Source: an optimization exercise on an open RTL-to-GDS flow (aim: small area, a short achievable clock period and few clock cycles). Production flows keep margins and buffers that such runs may drop.
Only simulation tests tie the RTL to the original design; equivalence was not proved.

Setup of run A:
==> flow/design.v (excerpt) <==
module elgamal_byte_verifier_top (
   input  logic                              clock,
   input  logic                              reset,
   input  logic                              req_valid,
   output logic                              req_ready,
   input  logic [72:0]                       req_data,
   output logic                              rsp_valid,
   input  logic                              rsp_ready,
   output logic [2:0]                        rsp_data,
   input  logic                              psel,
   input  logic                              penable,
   input  logic                              pwrite,
   input  logic [3:0]                        paddr,
   input  logic [31:0]                       pwdata,
   output logic [31:0]                       prdata,
   output logic                              pready
);
export LEC_CHECK = 0
export CAP_MARGIN = 30
export CORE_MARGIN = 2
export CORE_UTILIZATION = 50
export SETUP_SLACK_MARGIN = 3.4
export SLEW_MARGIN = 30
create_clock -name core_clock -period 8.0 [get_ports {clock}]
standard.sh (not shown) runs the stock make flow with config.mk's settings and CLKGATE_MAP_FILE= SYNTH_SCRIPT=/design/flow/synth_recipe.tcl, a recipe that flattens the netlist after the stock synthesis.
==> flow/flow/run.sh <==
#!/bin/bash
# Layout flow: the standard flow with two sizing changes. Ports are still
# buffered, but with buf_4 cells instead of the flow's default choice, and the
# resizer may pick any cell of the same function when it sizes, not only
# cells of the same footprint. The whole make output goes to standard.log.
set -euo pipefail
bash standard.sh MATCH_CELL_FOOTPRINT=0 \
   "BUFFER_PORTS_ARGS=-buffer_cell sky130_fd_sc_hd__buf_4" finish > standard.log 2>&1
Testbench counts of run A, summed over its fixed seeds: cycles 305,692.
[inputs] run B vs run A
# run A
export LEC_CHECK = 0
export CAP_MARGIN = 30
export CORE_MARGIN = 2
export CORE_UTILIZATION = 50
export SETUP_SLACK_MARGIN = 3.4
export SLEW_MARGIN = 30
create_clock -name core_clock -period 8.0 [get_ports {clock}]
# run B
export LEC_CHECK = 0
export CAP_MARGIN = 30
export CORE_MARGIN = 2
export CORE_UTILIZATION = 55
export SETUP_SLACK_MARGIN = 3.2
export SLEW_MARGIN = 30
create_clock -name core_clock -period 8.0 [get_ports {clock}]
==> results.txt <==
- Run B vs run A, overall routing resource usage went up by 4.3 points.
- Between run A and run B, clock buffer count in the final layout increased.
- From run B to run A, iteration count of the initial detailed-routing pass did not move at all.
- [diff] worst hold slack, run B relative to run A: regression
For run C, these inputs were changed with respect to run B:
# run B
export LEC_CHECK = 0
export CAP_MARGIN = 30
export CORE_MARGIN = 2
export CORE_UTILIZATION = 55
export SETUP_SLACK_MARGIN = 3.2
export SLEW_MARGIN = 30
create_clock -name core_clock -period 8.0 [get_ports {clock}]
# run C
export LEC_CHECK = 0
export CAP_MARGIN = 30
export CORE_MARGIN = 2
export CORE_UTILIZATION = 55
export SETUP_SLACK_MARGIN = 3.2
export SLEW_MARGIN = 30
export TNS_END_PERCENT = 10
create_clock -name core_clock -period 8.0 [get_ports {clock}]
==> results.txt <==
- As far as floorplan die area goes, run C and run B are indistinguishable; the numbers are identical.
- Summary of run C over run B: global-route wire length before repair lower, buffers inserted during post-CTS setup optimization lower, sequential cell count roughly the same.
- Fraction of area in registers across run C and run B: no real change.
- Measured against each other, run C and run B differ in final critical path time including I/O delays and setup, the lower figure coming from run B.
- Run C reports its last element of the critical path as prdata[30] while run B reports u_seq.ar_ff[27]$_DFF_P_.
The following lists how run D was set up differently from run C:
# run C
export LEC_CHECK = 0
export CAP_MARGIN = 30
export CORE_MARGIN = 2
export CORE_UTILIZATION = 55
export SETUP_SLACK_MARGIN = 3.2
export SLEW_MARGIN = 30
export TNS_END_PERCENT = 10
create_clock -name core_clock -period 8.0 [get_ports {clock}]
# run D
export LEC_CHECK = 0
export CAP_MARGIN = 30
export CORE_MARGIN = 2
export CORE_UTILIZATION = 50
export SETUP_SLACK_MARGIN = 3.6
export SLEW_MARGIN = 30
create_clock -name core_clock -period 8.0 [get_ports {clock}]
Run D ends up with a met2 wirelength from detailed routing that is 5.9% higher than in run C. Worst slew margin relative to its limit came out higher on run D than on run C. Looking at the reports, run D completed the entire flow and the layout it produced met the timing, design-rule and antenna checks. As far as synthesized netlist net count goes, run D and run C are indistinguishable; the numbers are identical. Run D vs run C: share of cell area taken by multi-input logic gates down in run D. The number of fillers in the final layout in run D is 1.12 times that in run C. When run D is set beside run C, its worst hold slack turns out to be 23 ps larger. Run D against run C: count of inserted antenna diode cells fell by 2.


Another version of the RTL of elgamal_byte_verifier_top (not shown whole).
Size: ~35000 µm² of cells after synthesis.
## elgamal_byte_verifier_top
module elgamal_byte_verifier_top (
   input  logic                              clock,
   input  logic                              reset,
   input  logic                              req_valid,
   output logic                              req_ready,
   input  logic [72:0]                       req_data,
   output logic                              rsp_valid,
   input  logic                              rsp_ready,
   output logic [2:0]                        rsp_data,
   input  logic                              psel,
   input  logic                              penable,
   input  logic                              pwrite,
   input  logic [3:0]                        paddr,
   input  logic [31:0]                       pwdata,
   output logic [31:0]                       prdata,
   output logic                              pready
);
   logic [ebv_pkg::ModBits-1:0] mod_ff, gen_ff, pub_ff;
   logic                        wr_en;
   assign pready = 1'b1;
   assign wr_en  = psel && penable && pwrite && (paddr[1:0] == 2'b00);
   always_ff @(posedge clock) begin
      if (reset) begin
         mod_ff <= ebv_pkg::ModulusReset;
         gen_ff <= ebv_pkg::GeneratorReset;
         pub_ff <= ebv_pkg::PublicReset;
      end else if (wr_en) begin
         if (paddr[3:2] == ebv_pkg::RegModulus)   mod_ff <= pwdata;
         if (paddr[3:2] == ebv_pkg::RegGenerator) gen_ff <= pwdata;
         if (paddr[3:2] == ebv_pkg::RegPublic)    pub_ff <= pwdata;
      end
   end
   always_comb begin
      unique case (paddr[3:2])
         ebv_pkg::RegModulus:   prdata = mod_ff;
         ebv_pkg::RegGenerator: prdata = gen_ff;
         ebv_pkg::RegPublic:    prdata = pub_ff;
         default:               prdata = '0;
      endcase
   end
   ebv_seq u_seq (
      .clock        (clock),
      .reset        (reset),
      .modulus      (mod_ff),
      .generator    (gen_ff),
      .public_value (pub_ff),
      .mod_write    (wr_en && !reset && (paddr[3:2] == ebv_pkg::RegModulus)),
  ...
export LEC_CHECK = 0
export CAP_MARGIN = 30
export CORE_MARGIN = 2
export CORE_UTILIZATION = 60
export SETUP_SLACK_MARGIN = 3.2
export SLEW_MARGIN = 30
create_clock -name core_clock -period 8.0 [get_ports {clock}]
Scripts as last shown in full above: flow/flow/run.sh
Testbench counts at the start, summed over its fixed seeds: cycles 305,692.
==> next run, changes <==
==> flow/run.sh (new file) <==
#!/bin/bash
# synth_recipe.tcl (not shown) runs the flow's synth.tcl, then flattens the netlist and writes it again
# the make line also repeats each setting of config.mk as NAME=value (left out here)
make -C /OpenROAD-flow-scripts/flow DESIGN_CONFIG=/design/flow/config.mk WORK_HOME=/design/flow/orfs CLKGATE_MAP_FILE= SYNTH_SCRIPT=/design/flow/synth_recipe.tcl finish
Settings changed: CORE_UTILIZATION 60 to 55, TNS_END_PERCENT from default to 10.
removed: flow/flow/run.sh
removed: flow/standard.sh
After rerunning: Design area came out higher by 1.4%; hold slack is about the same; wire length came out higher by 2.7%; worst setup slack improved by 0.17 ns; synthesized cell count stays the same; cell count came out higher by 1.6%.

[afterwards: timing with drivers on the ports]
The results above use ideal ports. As a check the final layouts listed here were re-extracted and re-timed, cells and wires unchanged. Step 1 sets driving cells, clkbuf_16 on the clock port and buf_2 on the other inputs (assumed; they add their load-dependent delay and slew). Step 2 times the ports against the registers' clock, not the clock port: input delays grow and output delays shrink by t, the midpoint of the rising clock arrivals with the driver on. a / b / c = no drivers / after step 1 / after step 2; a / b = the first two.
run | t (ns) | setup WS [ns] | worst hold slack (ns) | clock arrival spread, ns
run A | 0.701 | 3.436 / 3.425 / 3.425 | 0.441 / 0.441 / 0.441 | 0.043 / 0.044
run B | 0.695 | 3.194 / 3.194 / 3.194 | 0.428 / 0.428 / 0.428 | 0.039 / 0.040
run C | 0.698 | 3.142 / 3.117 / 3.117 | 0.429 / 0.429 / 0.429 | 0.034 / 0.034
run D | 0.697 | 3.501 / 3.501 / 3.501 | 0.452 / 0.452 / 0.452 | 0.029 / 0.030
the first run of note 2 | 0.674 | 2.796 / 2.796 / 2.796 | 0.465 / 0.465 / 0.465 | 0.017 / 0.018
the second run of note 2 | 0.678 | 2.962 / 2.962 / 2.727 | 0.465 / 0.465 / 0.465 | 0.048 / 0.048
After both steps every run listed still meets setup and hold. For the second run of note 2, which loses most, drivers alone change the setup slack by 0.000 ns; drivers and shift together by -0.235 ns.
